What follows belongs to an exercise in optimizing a design on an open flow for small area, a short achievable clock period and few clock cycles per item; a production flow would make more cautious choices. The RTL was checked by simulation tests, not by an equivalence proof against the original design.

==> exp/harbor <==
## ray_sphere_nearest_hit_unit
module ray_sphere_nearest_hit_unit #(
    parameter int MAX_SPHERES  = 8,
    parameter int IMAGE_HEIGHT = 480
) (
    input  logic                                  clk,
    input  logic                                  rst_n,
    input  logic                                  in_valid,
    output logic                                  in_stall,
    input  logic [rsnh_pkg::IN_WORD_W-1:0]        in_word_bits,
    output logic                                  out_valid,
    input  logic                                  out_stall,
    output logic [rsnh_pkg::OUT_WORD_W-1:0]       out_word_bits,
    input  logic                                  cfg_we,
    input  logic [rsnh_pkg::CFG_INDEX_W-1:0]      cfg_index,
    input  logic [rsnh_pkg::CFG_DATA_W-1:0]       cfg_data
);
make LEC_CHECK=0 CAP_MARGIN=20 CORE_MARGIN=2 CORE_UTILIZATION=55 SETUP_SLACK_MARGIN=2.0 SLEW_MARGIN=20 finish   # period 11.0 ns
run.sh (not shown) runs the stock make flow with config.mk's settings and CLKGATE_MAP_FILE= SYNTH_SCRIPT=/design/flow/synth_recipe.tcl, a recipe that flattens the netlist after the stock synthesis.
==> exp/zinc (differences from exp/harbor) <==
--- a/flow/design.v
+++ b/flow/design.v
@@ -62,55 +62,61 @@
 module rsnh_test_lane (
     input  logic               clk,
     input  logic signed [15:0] eye_x,
     input  logic signed [15:0] eye_y,
     input  logic signed [15:0] eye_z,
     input  logic [62:0]        geom,
-    input  logic [35:0]        c_e3,
+    input  logic [35:0]        c_in,
     input  logic signed [15:0] e1_dx,
     input  logic signed [15:0] e1_dy,
     input  logic signed [15:0] e1_dz,
     output logic [17:0]        root,
     output logic signed [19:0] h,
     output logic               neg
 );
     localparam int NSQ = 5;
     logic signed [16:0] e1_ox, e1_oy, e1_oz;
+    logic [35:0]        e1_c;
     always_ff @(posedge clk)
     begin
         e1_ox <= {eye_x[15], eye_x} - {geom[62], geom[62:47]};
         e1_oy <= {eye_y[15], eye_y} - {geom[46], geom[46:31]};
         e1_oz <= {eye_z[15], eye_z} - {geom[30], geom[30:15]};
+        e1_c  <= c_in;
     end
     logic signed [34:0] e2_dot;
     logic signed [34:0] dot_w;
+    logic [35:0]        e2_c;
     rsnh_dot3 u_dot (
         .a0(e1_dx), .a1(e1_dy), .a2(e1_dz),
         .b0(e1_ox), .b1(e1_oy), .b2(e1_oz),
         .y (dot_w)
     );
     always_ff @(posedge clk)
     begin
         e2_dot <= dot_w;
+        e2_c   <= e1_c;
     end
     logic signed [19:0] e3_h;
+    logic [35:0]        e3_c;
     logic signed [34:0] e2_dotr;
     assign e2_dotr = e2_dot + (e2_dot[34] ? 35'sd8191 : 35'sd8192);
     always_ff @(posedge clk)
     begin
         e3_h <= e2_dotr[33:14];
+        e3_c <= e2_c;
     end
     logic signed [38:0] e4_disc;
     logic signed [19:0] e4_h;
     logic [17:0]        h_mag;
     logic [19:0]        h_neg;
     logic [38:0]        disc_w;
     assign h_neg = 20'd0 - e3_h;
     assign h_mag = e3_h[19] ? h_neg[17:0] : e3_h[17:0];
     rsnh_sqacc #(.W(18), .AW(39)) u_hsq (
-        .x(h_mag), .a(~{{3{c_e3[35]}}, c_e3}), .cin(1'b1), .y(disc_w)
+        .x(h_mag), .a(~{{3{e3_c[35]}}, e3_c}), .cin(1'b1), .y(disc_w)
     );
     always_ff @(posedge clk)
     begin
         e4_h    <= e3_h;
         e4_disc <= disc_w;
     end
@@ -423,19 +429,22 @@
     logic [23:0] rgb_rd;
     logic [2:0]  i_k;
     logic [2:0]  rgb_addr;
     logic [2:0]  cj_e;
     logic        c_we;
     logic [35:0] a_acc;
+    logic [35:0] c_rd, c_rd1;
     logic [62:0] geom_rd1;
     logic [35:0] c_mem [8];
     always_ff @(posedge clk)
     begin
         if (c_we)
             c_mem[cj_e] <= a_acc;
     end
+    assign c_rd  = c_mem[{i_k[1:0], 1'b0}];
+    assign c_rd1 = c_mem[{i_k[1:0], 1'b1}];
     rsnh_sphere_mem #(.DEPTH(8), .ADDR_W(3)) u_mem (
         .clk          (clk),
         .wr_en        (wr_en),
         .wr_addr      (s0_w[108:106]),
         .wr_geom      (s0_w[105:43]),
         .wr_rgb       (s0_w[42:19]),
@@ -805,19 +814,19 @@
         e1_dx <= i_dx;
         e1_dy <= i_dy;
         e1_dz <= i_dz;
     end
     rsnh_test_lane u_t0 (
         .clk(clk), .eye_x(eye_x), .eye_y(eye_y), .eye_z(eye_z),
-        .geom(geom_rd), .c_e3(c_mem[{tp[2][2:1], 1'b0}]),
+        .geom(geom_rd), .c_in(c_rd),
         .e1_dx(e1_dx), .e1_dy(e1_dy), .e1_dz(e1_dz),
         .root(l_root[0]), .h(l_h[0]), .neg(l_neg[0])
     );
     rsnh_test_lane u_t1 (
         .clk(clk), .eye_x(eye_x), .eye_y(eye_y), .eye_z(eye_z),
-        .geom(geom_rd1), .c_e3(c_mem[{tp[2][2:1], 1'b1}]),
+        .geom(geom_rd1), .c_in(c_rd1),
         .e1_dx(e1_dx), .e1_dy(e1_dy), .e1_dz(e1_dz),
         .root(l_root[1]), .h(l_h[1]), .neg(l_neg[1])
     );
     logic               fv, flast, fnul, fshade, fv1;
     logic [1:0]         fj;
     logic [1:0][20:0]   t_near, t_far, t_sel;
==> run notes <==
- Sequential share of layout area: exp/harbor is lower than exp/zinc (1.2 points).
- Against exp/zinc, the critical path depth of exp/harbor is higher by 4.
- In exp/zinc the global-route usage is lower than in exp/harbor, by 0.87 points.
- Against exp/harbor, the final area of exp/zinc is higher by 1.6%.
- Between exp/harbor and exp/zinc, the lower maximum frequency is in exp/harbor (gap 9.3%, measured against exp/zinc).
- Between exp/harbor and exp/zinc, the lower routed wire length is in exp/zinc (gap 0.62%, measured against exp/zinc).
- Of exp/harbor and exp/zinc, exp/zinc has the higher setup slack (gap 0.96 ns).
Testbench counts of exp/harbor, summed over its fixed seeds: cycles 16,565, pixels 4,096.
Testbench counts of exp/zinc, summed over its fixed seeds: cycles 16,565, pixels 4,096.

[what the ideal ports hide]
No port has a modelled driver above. Below, the same layouts with a new extraction and two added sets of constraints. Step 1 assumes that a clkbuf_16 drives the clock port and a buf_2 every other input. Step 2, shift: input delay + t, output delay - t, t = (earliest + latest rising clock arrival at the registers) / 2. This alone moves slack from input paths to output paths. a / b / c = ideal / step 1 / step 2; a / b = the first two.
run	t (ns)	setup slack, ns	slew at the worst register clock pin (ns)
exp/harbor	1.048	0.717 / 0.717 / 0.717	0.07 / 0.07
exp/zinc	1.056	1.678 / 1.678 / 1.678	0.07 / 0.07
After both steps setup and hold are still met in every run listed.
